Context: an optimization exercise on an open-source flow, tuned for small area, a short achievable clock period and few clock cycles per item. The choices shown serve that exercise and are no tape-out recipe.
At most, simulation tests tie the RTL to the original design; equivalence was not proved.

==> inputs of run M <==
## hid_keyboard_report_builder
module hid_keyboard_report_builder #(
   parameter int KEY_SLOTS   = hkrb_pkg::KEY_SLOTS_DEF,
   parameter int BLOCK_SLOTS = hkrb_pkg::BLOCK_SLOTS_DEF
) (
   input  logic        clock,
   input  logic        reset,
   input  logic        start,
   output logic        busy,
   input  logic [2:0]  req_func,
   input  logic [2:0]  req_modifier_index,
   input  logic [7:0]  req_keycode,
   input  logic [63:0] req_timestamp,
   input  logic [1:0]  req_block_handle,
   output logic        rsp_valid,
   output logic        rsp_has_report,
   output logic [7:0]  rsp_modifier_bits,
   output logic [7:0]  rsp_key_slot0,
   output logic [7:0]  rsp_key_slot1,
   output logic [7:0]  rsp_key_slot2,
   output logic [7:0]  rsp_key_slot3,
   output logic [7:0]  rsp_key_slot4,
   output logic [7:0]  rsp_key_slot5,
   output logic [1:0]  rsp_handle_out,
   output logic [1:0]  rsp_error_code
);
==> flow/config.mk <==
export PLATFORM = sky130hd
export DESIGN_NAME = hid_keyboard_report_builder
export DESIGN_NICKNAME = hid_keyboard_report_builder
export VERILOG_FILES = /design/flow/design.v
export SDC_FILE = /design/flow/constraint.sdc
export NUM_CORES = 4
export LEC_CHECK = 0
export CAP_MARGIN = 20
export CORE_MARGIN = 2
export CORE_UTILIZATION = 45
export PLACE_DENSITY = 0.6
export SETUP_SLACK_MARGIN = 3.5
export SLEW_MARGIN = 20
==> flow/constraint.sdc <==
create_clock -name core_clock -period 7.5 [get_ports {clock}]
set_input_delay 1.5000 -clock core_clock [delete_from_list [all_inputs] [get_ports {clock}]]
set_output_delay 1.5000 -clock core_clock [all_outputs]
set_load 0.01 [all_outputs]
run.sh (not shown) runs the stock make flow with config.mk's settings and CLKGATE_MAP_FILE= SYNTH_SCRIPT=/design/flow/synth_recipe.tcl, a recipe that flattens the netlist after the stock synthesis.
==> run C (differences from run M) <==
--- a/flow/design.v
+++ b/flow/design.v
@@ -105,55 +105,69 @@
       r1 = fa(p3[1], p4[1], q0[1]);
       r2 = fa(r0[0], r1[0], q1[1]);
       u  = fa(r0[1], r1[1], r2[1]);
       pc15 = {u[1], u[0], r2[0], q1[0]};
    endfunction
    logic [7:0]   mod_cnt_ff [NM];
+   logic [NM-1:0] mod_nz_ff;             
    logic [K-1:0] kv_ff;                  
    logic [7:0]   kcode_ff [K];
    logic [7:0]   kcnt_ff  [K];
    logic [K-1:0] kcz_ff;                 
    logic [K-1:0] krep_ff;
    logic [63:0]  kact_ff  [K];
    logic [K-1:0] kvis_ff;                
+   logic [K-1:0] cand_ff;                
    logic         older_ff [K][K];        
    logic [B-1:0] bv_ff;
    logic [63:0]  btime_ff [B];
    logic [RW-1:0] brank_ff [B];
    logic [B-1:0] brank0_ff;              
    logic         last_empty_ff;
-   logic         sw_act_ff;              
-   logic [1:0]   sw_grp_ff;              
+   logic [NG-1:0] sw_pend_ff;            
+   logic [NG-1:0] sw_grp_ff;             
    logic         rep_pend_ff;            
-   logic         q_v;
    logic [2:0]   q_func, q_mi;
    logic [7:0]   q_kc;
    logic [63:0]  q_ts;
    logic [1:0]   q_bh;
+   assign q_func = req_func;
+   assign q_mi   = req_modifier_index;
+   assign q_kc   = req_keycode;
+   assign q_ts   = req_timestamp;
+   assign q_bh   = req_block_handle;
    logic         rsp_valid_ff, rsp_report_ff;
    logic [K-1:0] placed_ff;              
    logic [2:0]   pos_ff [K];             
    logic [1:0]   rsp_handle_ff, rsp_err_ff;
+   logic         o_valid, o_has;
+   logic [7:0]   o_mods;
+   logic [7:0]   o_keys [NR];
+   logic [1:0]   o_handle, o_err;
    logic rep_wait, acc, ex;
-   assign rep_wait = rep_pend_ff || (q_v && q_func == hkrb_pkg::FN_REPORT);
-   assign busy     = rep_wait && sw_act_ff;
+   assign rep_wait = rep_pend_ff || (acc && q_func == hkrb_pkg::FN_REPORT);
+   logic [NG-1:0] sw_gv;
+   logic          sw_act;
+   always_comb
+      for (int g = 0; g < NG; g++) sw_gv[g] = |kv_ff[g*GS +: GS];
+   assign sw_act   = |(sw_pend_ff & sw_gv);
+   assign busy     = rep_pend_ff;
    assign acc      = start && !reset && !busy;
-   assign ex       = q_v && !reset;
+   assign ex       = acc;
    logic f_pmod, f_rmod, f_pkey, f_rkey, f_blk, f_ublk, f_rep;
    assign f_pmod    = ex && q_func == hkrb_pkg::FN_PRESS_MOD;
    assign f_rmod    = ex && q_func == hkrb_pkg::FN_RELEASE_MOD;
    assign f_pkey    = ex && q_func == hkrb_pkg::FN_PRESS_KEY;
    assign f_rkey    = ex && q_func == hkrb_pkg::FN_RELEASE_KEY;
    assign f_blk     = ex && q_func == hkrb_pkg::FN_BLOCK;
    assign f_ublk    = ex && q_func == hkrb_pkg::FN_UNBLOCK;
-   assign f_rep     = rep_wait && !sw_act_ff && !reset;
+   assign f_rep     = rep_wait && !sw_act && !reset;
    logic f_other;
    assign f_other   = ex && q_func != hkrb_pkg::FN_REPORT;
    logic [7:0] mod_nz;
-   always_comb
-      for (int m = 0; m < NM; m++) mod_nz[m] = (mod_cnt_ff[m] != 8'd0);
+   assign mod_nz = mod_nz_ff;
    logic [7:0] mod_sel, mod_new;
    assign mod_sel = mod_cnt_ff[q_mi];
    always_comb begin
       mod_new = mod_sel;
       if (f_pmod && mod_sel != 8'hFF) mod_new = mod_sel + 8'd1;
       if (f_rmod && mod_sel != 8'h00) mod_new = mod_sel - 8'd1;
@@ -214,48 +228,69 @@
          lim_blocked = |brank1;
       end
    end
    logic vis_ins;
    assign vis_ins = !blocked || le64(q_ts, lim_cur);
    logic [GS-1:0] sw_vis;
-   logic [63:0]   sw_act [GS];
+   logic [63:0]   sw_opd [GS];
    always_comb begin
       for (int c = 0; c < GS; c++) begin
-         sw_act[c] = '0;
+         sw_opd[c] = '0;
          for (int g = 0; g < NG; g++)
-            if (sw_grp_ff == 2'(g)) sw_act[c] = sw_act[c] | kact_ff[g*GS+c];
-         sw_vis[c] = le64(sw_act[c], lim_cur);
+            if (sw_grp_ff[g]) sw_opd[c] = sw_opd[c] | kact_ff[g*GS+c];
+         sw_vis[c] = le64(sw_opd[c], lim_cur);
       end
    end
    logic [K-1:0] purge, cand, reached, placed, purged;
    logic [3:0]   nbef [K];
    logic [14:0]  older_c [K];
    always_comb begin
       for (int i = 0; i < K; i++) begin
          purge[i] = kv_ff[i] && krep_ff[i] && kcz_ff[i];
-         cand[i]  = kv_ff[i] && !(krep_ff[i] && kcz_ff[i]) && kvis_ff[i];
+         cand[i]  = cand_ff[i];
       end
       for (int i = 0; i < K; i++) begin
          for (int j = 0; j < K; j++) begin
             if (j < i) older_c[i][j]   = older_ff[j][i] && cand[j];
             if (j > i) older_c[i][j-1] = !older_ff[i][j] && cand[j];
          end
          nbef[i]    = pc15(older_c[i]);
          reached[i] = nbef[i] < 4'(NR);
          placed[i]  = f_rep && reached[i] && cand[i];
          purged[i]  = f_rep && reached[i] && purge[i];
       end
    end
+   logic [K-1:0] n_kv, n_krep, n_kcz, n_kvis, n_cand;
+   always_comb begin
+      for (int i = 0; i < K; i++) begin
+         n_kv[i]   = kv_ff[i];
+         n_krep[i] = krep_ff[i];
+         n_kcz[i]  = kcz_ff[i];
+         n_kvis[i] = kvis_ff[i];
+         if (sw_grp_ff[i / GS]) n_kvis[i] = sw_vis[i % GS];
+         if (lim_chg && !lim_blocked) n_kvis[i] = 1'b1;
+         if (free_first[i]) begin
+            n_kcz[i]  = 1'b0;
+            n_krep[i] = 1'b0;
+            n_kvis[i] = vis_ins;
+         end
+         if (ins && free_first[i]) n_kv[i] = 1'b1;
+         if (match[i] && f_pkey) n_kcz[i] = 1'b0;
+         if (match[i] && f_rkey) begin
+            n_kcz[i] = kcnt_ff[i][7:1] == 7'd0;
+            if (rel_rm[i]) n_kv[i] = 1'b0;
+         end
+         if (placed[i]) n_krep[i] = 1'b1;
+         if (purged[i]) n_kv[i] = 1'b0;
+         if (reset) n_kv[i] = 1'b0;
+         n_cand[i] = f_rep ? cand_ff[i] && !(reached[i] && kcz_ff[i])
+                           : n_kv[i] && n_kvis[i] && !(n_krep[i] && n_kcz[i]);
+      end
+   end
    always_ff @(posedge clock) begin
-      q_v    <= acc;
-      q_func <= req_func;
-      q_mi   <= req_modifier_index;
-      q_kc   <= req_keycode;
-      q_ts   <= req_timestamp;
-      q_bh   <= req_block_handle;
-      rep_pend_ff  <= busy;
+      rep_pend_ff  <= rep_wait && sw_act;
       rsp_valid_ff <= f_other || f_rep;
       placed_ff <= placed;
       for (int i = 0; i < K; i++) pos_ff[i] <= nbef[i][2:0];
       if (f_other || f_rep) begin
          rsp_report_ff <= f_rep;
          rsp_handle_ff <= '0;
@@ -265,44 +300,35 @@
             if (!bany_free) rsp_err_ff <= hkrb_pkg::ERR_BLOCK_FULL;
             for (int s = 0; s < B; s++)
                if (bfree_first[s]) rsp_handle_ff <= 2'(s);
          end
          if (f_ublk && !hnd_ok) rsp_err_ff <= hkrb_pkg::ERR_BAD_HANDLE;
       end
-      if (f_pmod || f_rmod) mod_cnt_ff[q_mi] <= mod_new;
-      if (sw_act_ff) begin
-         sw_grp_ff <= sw_grp_ff + 2'd1;
-         if (sw_grp_ff == 2'(NG - 1)) sw_act_ff <= 1'b0;
+      if (f_pmod || f_rmod) begin
+         mod_cnt_ff[q_mi] <= mod_new;
+         mod_nz_ff[q_mi]  <= f_pmod || mod_sel[7:1] != 7'd0;
       end
+      sw_pend_ff <= sw_pend_ff & ~sw_grp_ff;
+      sw_grp_ff  <= sw_grp_ff << 1;
       if (lim_chg) begin
-         sw_act_ff <= lim_blocked;
-         sw_grp_ff <= 2'd0;
+         sw_pend_ff <= lim_blocked ? '1 : '0;
+         sw_grp_ff  <= lim_blocked ? NG'(1) : '0;
       end
       for (int i = 0; i < K; i++) begin
-         if (sw_act_ff && sw_grp_ff == 2'(i / GS)) kvis_ff[i] <= sw_vis[i % GS];
-         if (lim_chg && !lim_blocked) kvis_ff[i] <= 1'b1;
          if (free_first[i]) begin
             kcode_ff[i] <= q_kc;
             kact_ff[i]  <= q_ts;
             kcnt_ff[i]  <= 8'd1;
-            kcz_ff[i]   <= 1'b0;
-            krep_ff[i]  <= 1'b0;
-            kvis_ff[i]  <= vis_ins;
-         end
-         if (ins && free_first[i]) kv_ff[i] <= 1'b1;
-         if (match[i] && f_pkey) begin
-            kcnt_ff[i] <= cnt_inc;
-            kcz_ff[i]  <= 1'b0;
          end
-         if (match[i] && f_rkey) begin
-            kcnt_ff[i] <= cnt_dec;
-            kcz_ff[i]  <= kcnt_ff[i][7:1] == 7'd0;
-            if (rel_rm[i]) kv_ff[i] <= 1'b0;
-         end
-         if (placed[i]) krep_ff[i] <= 1'b1;
-         if (purged[i]) kv_ff[i] <= 1'b0;
+         if (match[i] && f_pkey) kcnt_ff[i] <= cnt_inc;
+         if (match[i] && f_rkey) kcnt_ff[i] <= cnt_dec;
+         kv_ff[i]   <= n_kv[i];
+         krep_ff[i] <= n_krep[i];
+         kcz_ff[i]  <= n_kcz[i];
+         kvis_ff[i] <= n_kvis[i];
+         cand_ff[i] <= n_cand[i];
          for (int j = i + 1; j < K; j++) begin
             if (free_first[i]) older_ff[i][j] <= 1'b0;
             if (free_first[j]) older_ff[i][j] <= 1'b1;
          end
       end
       if (f_rep) last_empty_ff <= !(|mod_nz || |cand);
@@ -322,35 +348,43 @@
             else if (bv_ff[s] && brank_ff[s] > hnd_rank) brank_ff[s] <= brank_ff[s] - RW'(1);
          end
       end
       if (reset) begin
          rsp_valid_ff  <= 1'b0;
          rep_pend_ff   <= 1'b0;
-         q_v           <= 1'b0;
-         sw_act_ff     <= 1'b0;
-         kv_ff         <= '0;
+         sw_pend_ff    <= '0;
+         sw_grp_ff     <= '0;
          bv_ff         <= '0;
          brank0_ff     <= '0;
          last_empty_ff <= 1'b1;
          for (int m = 0; m < NM; m++) mod_cnt_ff[m] <= 8'd0;
+         mod_nz_ff     <= '0;
       end
    end
    logic [7:0] slot [NR];
    always_comb begin
       for (int k = 0; k < NR; k++) begin
          slot[k] = '0;
          for (int i = 0; i < K; i++)
             if (placed_ff[i] && pos_ff[i] == 3'(k)) slot[k] = slot[k] | kcode_ff[i];
       end
    end
-   assign rsp_valid         = rsp_valid_ff;
-   assign rsp_has_report    = !last_empty_ff || |mod_nz || |kv_ff;
-   assign rsp_modifier_bits = rsp_report_ff ? mod_nz : 8'd0;
-   assign rsp_key_slot0     = slot[0];
-   assign rsp_key_slot1     = slot[1];
-   assign rsp_key_slot2     = slot[2];
-   assign rsp_key_slot3     = slot[3];
-   assign rsp_key_slot4     = slot[4];
-   assign rsp_key_slot5     = slot[5];
-   assign rsp_handle_out    = rsp_handle_ff;
-   assign rsp_error_code    = rsp_err_ff;
+   always_ff @(posedge clock) begin
+      o_valid  <= rsp_valid_ff && !reset;
+      o_has    <= !last_empty_ff || |mod_nz || |kv_ff;
+      o_mods   <= rsp_report_ff ? mod_nz : 8'd0;
+      for (int k = 0; k < NR; k++) o_keys[k] <= slot[k];
+      o_handle <= rsp_handle_ff;
+      o_err    <= rsp_err_ff;
+   end
+   assign rsp_valid         = o_valid;
+   assign rsp_has_report    = o_has;
+   assign rsp_modifier_bits = o_mods;
+   assign rsp_key_slot0     = o_keys[0];
+   assign rsp_key_slot1     = o_keys[1];
+   assign rsp_key_slot2     = o_keys[2];
+   assign rsp_key_slot3     = o_keys[3];
+   assign rsp_key_slot4     = o_keys[4];
+   assign rsp_key_slot5     = o_keys[5];
+   assign rsp_handle_out    = o_handle;
+   assign rsp_error_code    = o_err;
 endmodule
Settings changed: CTS_CLUSTER_DIAMETER from default to 150, CTS_CLUSTER_SIZE from default to 24.
==> run E (differences from run M) <==
--- a/flow/design.v
+++ b/flow/design.v
@@ -116,58 +116,48 @@
    logic [63:0]  kact_ff  [K];
    logic [K-1:0] kvis_ff;                
    logic         older_ff [K][K];        
    logic [B-1:0] bv_ff;
    logic [63:0]  btime_ff [B];
    logic [RW-1:0] brank_ff [B];
-   logic [B-1:0] brank0_ff;              
    logic         last_empty_ff;
    logic         sw_act_ff;              
    logic [1:0]   sw_grp_ff;              
    logic         rep_pend_ff;            
-   logic         q_v;
-   logic [2:0]   q_func, q_mi;
-   logic [7:0]   q_kc;
-   logic [63:0]  q_ts;
-   logic [1:0]   q_bh;
    logic         rsp_valid_ff, rsp_report_ff;
    logic [K-1:0] placed_ff;              
    logic [2:0]   pos_ff [K];             
    logic [1:0]   rsp_handle_ff, rsp_err_ff;
-   logic rep_wait, acc, ex;
-   assign rep_wait = rep_pend_ff || (q_v && q_func == hkrb_pkg::FN_REPORT);
-   assign busy     = rep_wait && sw_act_ff;
-   assign acc      = start && !reset && !busy;
-   assign ex       = q_v && !reset;
-   logic f_pmod, f_rmod, f_pkey, f_rkey, f_blk, f_ublk, f_rep;
-   assign f_pmod    = ex && q_func == hkrb_pkg::FN_PRESS_MOD;
-   assign f_rmod    = ex && q_func == hkrb_pkg::FN_RELEASE_MOD;
-   assign f_pkey    = ex && q_func == hkrb_pkg::FN_PRESS_KEY;
-   assign f_rkey    = ex && q_func == hkrb_pkg::FN_RELEASE_KEY;
-   assign f_blk     = ex && q_func == hkrb_pkg::FN_BLOCK;
-   assign f_ublk    = ex && q_func == hkrb_pkg::FN_UNBLOCK;
-   assign f_rep     = rep_wait && !sw_act_ff && !reset;
-   logic f_other;
-   assign f_other   = ex && q_func != hkrb_pkg::FN_REPORT;
+   logic acc;
+   assign acc = start && !reset && !rep_pend_ff;
+   logic f_pmod, f_rmod, f_pkey, f_rkey, f_blk, f_ublk, f_rep_acc, f_rep;
+   assign f_pmod    = acc && req_func == hkrb_pkg::FN_PRESS_MOD;
+   assign f_rmod    = acc && req_func == hkrb_pkg::FN_RELEASE_MOD;
+   assign f_pkey    = acc && req_func == hkrb_pkg::FN_PRESS_KEY;
+   assign f_rkey    = acc && req_func == hkrb_pkg::FN_RELEASE_KEY;
+   assign f_blk     = acc && req_func == hkrb_pkg::FN_BLOCK;
+   assign f_ublk    = acc && req_func == hkrb_pkg::FN_UNBLOCK;
+   assign f_rep_acc = acc && req_func == hkrb_pkg::FN_REPORT;
+   assign f_rep     = (f_rep_acc || (rep_pend_ff && !reset)) && !sw_act_ff;
    logic [7:0] mod_nz;
    always_comb
       for (int m = 0; m < NM; m++) mod_nz[m] = (mod_cnt_ff[m] != 8'd0);
    logic [7:0] mod_sel, mod_new;
-   assign mod_sel = mod_cnt_ff[q_mi];
+   assign mod_sel = mod_cnt_ff[req_modifier_index];
    always_comb begin
       mod_new = mod_sel;
       if (f_pmod && mod_sel != 8'hFF) mod_new = mod_sel + 8'd1;
       if (f_rmod && mod_sel != 8'h00) mod_new = mod_sel - 8'd1;
    end
    logic [K-1:0] match, free_first, rel_rm;
    logic         hit, full;
    logic [7:0]   cnt_sel, cnt_inc, cnt_dec;
    always_comb begin
       cnt_sel = '0;
       for (int i = 0; i < K; i++) begin
-         match[i]  = kv_ff[i] && (kcode_ff[i] == q_kc);
+         match[i]  = kv_ff[i] && (kcode_ff[i] == req_keycode);
          rel_rm[i] = match[i] && krep_ff[i] && kcnt_ff[i][7:1] == 7'd0;
          if (match[i]) cnt_sel = cnt_sel | kcnt_ff[i];
       end
       hit  = |match;
       full = &kv_ff;
       free_first = '0;
@@ -192,15 +182,15 @@
       for (int s = 0; s < B; s++) begin
          if (!bv_ff[s] && !bany_free) begin
             bfree_first[s] = 1'b1;
             bany_free      = 1'b1;
          end
          if (bv_ff[s]) bactive_n = bactive_n + RW'(1);
-         brank0[s] = brank0_ff[s];
+         brank0[s] = bv_ff[s] && brank_ff[s] == RW'(0);
          brank1[s] = bv_ff[s] && brank_ff[s] == RW'(1);
-         bhnd[s]   = bv_ff[s] && 2'(s) == q_bh;
+         bhnd[s]   = bv_ff[s] && 2'(s) == req_block_handle;
          if (brank0[s]) lim_cur = lim_cur | btime_ff[s];
          if (bhnd[s])   hnd_rank = hnd_rank | brank_ff[s];
       end
       blocked = |brank0;
       hnd_ok  = |bhnd;
    end
@@ -212,13 +202,13 @@
       if (f_ublk && hnd_ok && hnd_rank == RW'(0)) begin
          lim_chg     = 1'b1;
          lim_blocked = |brank1;
       end
    end
    logic vis_ins;
-   assign vis_ins = !blocked || le64(q_ts, lim_cur);
+   assign vis_ins = !blocked || le64(req_timestamp, lim_cur);
    logic [GS-1:0] sw_vis;
    logic [63:0]   sw_act [GS];
    always_comb begin
       for (int c = 0; c < GS; c++) begin
          sw_act[c] = '0;
          for (int g = 0; g < NG; g++)
@@ -243,49 +233,44 @@
          reached[i] = nbef[i] < 4'(NR);
          placed[i]  = f_rep && reached[i] && cand[i];
          purged[i]  = f_rep && reached[i] && purge[i];
       end
    end
    always_ff @(posedge clock) begin
-      q_v    <= acc;
-      q_func <= req_func;
-      q_mi   <= req_modifier_index;
-      q_kc   <= req_keycode;
-      q_ts   <= req_timestamp;
-      q_bh   <= req_block_handle;
-      rep_pend_ff  <= busy;
-      rsp_valid_ff <= f_other || f_rep;
+      rsp_valid_ff <= (acc && !f_rep_acc) || f_rep;
+      if (f_rep_acc && sw_act_ff) rep_pend_ff <= 1'b1;
+      if (f_rep) rep_pend_ff <= 1'b0;
       placed_ff <= placed;
       for (int i = 0; i < K; i++) pos_ff[i] <= nbef[i][2:0];
-      if (f_other || f_rep) begin
+      if (acc || f_rep) begin
          rsp_report_ff <= f_rep;
          rsp_handle_ff <= '0;
          rsp_err_ff    <= hkrb_pkg::ERR_OK;
          if (f_pkey && !hit && full) rsp_err_ff <= hkrb_pkg::ERR_KEY_FULL;
          if (f_blk) begin
             if (!bany_free) rsp_err_ff <= hkrb_pkg::ERR_BLOCK_FULL;
             for (int s = 0; s < B; s++)
                if (bfree_first[s]) rsp_handle_ff <= 2'(s);
          end
          if (f_ublk && !hnd_ok) rsp_err_ff <= hkrb_pkg::ERR_BAD_HANDLE;
       end
-      if (f_pmod || f_rmod) mod_cnt_ff[q_mi] <= mod_new;
+      if (f_pmod || f_rmod) mod_cnt_ff[req_modifier_index] <= mod_new;
       if (sw_act_ff) begin
          sw_grp_ff <= sw_grp_ff + 2'd1;
          if (sw_grp_ff == 2'(NG - 1)) sw_act_ff <= 1'b0;
       end
       if (lim_chg) begin
          sw_act_ff <= lim_blocked;
          sw_grp_ff <= 2'd0;
       end
       for (int i = 0; i < K; i++) begin
          if (sw_act_ff && sw_grp_ff == 2'(i / GS)) kvis_ff[i] <= sw_vis[i % GS];
          if (lim_chg && !lim_blocked) kvis_ff[i] <= 1'b1;
          if (free_first[i]) begin
-            kcode_ff[i] <= q_kc;
-            kact_ff[i]  <= q_ts;
+            kcode_ff[i] <= req_keycode;
+            kact_ff[i]  <= req_timestamp;
             kcnt_ff[i]  <= 8'd1;
             kcz_ff[i]   <= 1'b0;
             krep_ff[i]  <= 1'b0;
             kvis_ff[i]  <= vis_ins;
          end
          if (ins && free_first[i]) kv_ff[i] <= 1'b1;
@@ -303,48 +288,45 @@
          for (int j = i + 1; j < K; j++) begin
             if (free_first[i]) older_ff[i][j] <= 1'b0;
             if (free_first[j]) older_ff[i][j] <= 1'b1;
          end
       end
       if (f_rep) last_empty_ff <= !(|mod_nz || |cand);
-      if (f_blk && !blocked) brank0_ff <= bfree_first;
-      if (f_ublk && hnd_ok && hnd_rank == RW'(0)) brank0_ff <= brank1;
       if (f_blk) begin
          for (int s = 0; s < B; s++)
             if (bfree_first[s]) begin
                bv_ff[s]    <= 1'b1;
-               btime_ff[s] <= q_ts;
+               btime_ff[s] <= req_timestamp;
                brank_ff[s] <= bactive_n;
             end
       end
       if (f_ublk && hnd_ok) begin
          for (int s = 0; s < B; s++) begin
             if (bhnd[s]) bv_ff[s] <= 1'b0;
             else if (bv_ff[s] && brank_ff[s] > hnd_rank) brank_ff[s] <= brank_ff[s] - RW'(1);
          end
       end
       if (reset) begin
          rsp_valid_ff  <= 1'b0;
          rep_pend_ff   <= 1'b0;
-         q_v           <= 1'b0;
          sw_act_ff     <= 1'b0;
          kv_ff         <= '0;
          bv_ff         <= '0;
-         brank0_ff     <= '0;
          last_empty_ff <= 1'b1;
          for (int m = 0; m < NM; m++) mod_cnt_ff[m] <= 8'd0;
       end
    end
    logic [7:0] slot [NR];
    always_comb begin
       for (int k = 0; k < NR; k++) begin
          slot[k] = '0;
          for (int i = 0; i < K; i++)
             if (placed_ff[i] && pos_ff[i] == 3'(k)) slot[k] = slot[k] | kcode_ff[i];
       end
    end
+   assign busy              = rep_pend_ff;
    assign rsp_valid         = rsp_valid_ff;
    assign rsp_has_report    = !last_empty_ff || |mod_nz || |kv_ff;
    assign rsp_modifier_bits = rsp_report_ff ? mod_nz : 8'd0;
    assign rsp_key_slot0     = slot[0];
    assign rsp_key_slot1     = slot[1];
    assign rsp_key_slot2     = slot[2];
==> qor.yml <==
htree_levels: 4
gr-usage-met3_pct: 6.94
synthMuxAreaShare_pct: 0.538
dpl-instance-area_mm2: 0.0924
signal_buffers: 903
setup_slack_ns: 3.20
irDropWorstVdd_uv: 235
status: "no timing/DRC/antenna violations"
finalCritPeriodShare_pct: 57.4
[end of results for run E]
==> qor.yml <==
htree_levels: 3
top_level_ports: 146
rrSetupSlack_ns: 3.27
antenna_cells: 17
grt_max_degree: 85
gr-usage-met3_pct: 7.10
setup_slack_ns: 3.27
status: "no timing/DRC/antenna violations"
finalCritPeriodShare_pct: 56.5
syn_nets: 7467
[end of results for run C]
==> qor.yml <==
setup_slack_ns: 3.14
htree_levels: 4
gr-usage-met3_pct: 6.40
status: "no timing/DRC/antenna violations"
finalCritPeriodShare_pct: 58.2
irDropWorstVdd_uv: 213
synthMuxAreaShare_pct: 0.644
[end of results for run M]
Testbench counts of run M, summed over its fixed seeds: cycles 4,898, items 4,800.
Testbench counts of run C, summed over its fixed seeds: cycles 4,877, items 4,800.
The RTL of run E was laid out without a check of its function.

what the ideal ports hide:
Ports are ideal in the flow. The routed layouts listed here were re-timed in OpenROAD. Step 1, drivers: a clkbuf_16 drives clock and a buf_2 each remaining input, both assumed. Step 2, shift: input delay + t, output delay - t, t = (earliest + latest rising clock arrival at the registers) / 2. This alone moves slack from input paths to output paths. a / b / c = ideal ports / drivers / drivers and shift; a / b = the first two.
| run | shift t [ns] | setup WS [ns] | hold slack, ns | pins driven straight from the clock port |
|---|---|---|---|---|
| run M | 0.953 | 3.139 / 3.139 / 2.840 | 0.421 / 0.421 / 0.421 | 1 |
| run C | 0.876 | 3.265 / 3.265 / 2.448 | 0.356 / 0.356 / 0.356 | 1 |
| run E | 0.936 | 3.198 / 3.104 / 2.420 | 0.454 / 0.454 / 0.454 | 1 |
After both steps setup and hold are still met in every run listed. The setup slack of run C, which loses most, moves by 0.000 ns with the drivers and by -0.817 ns with both steps.
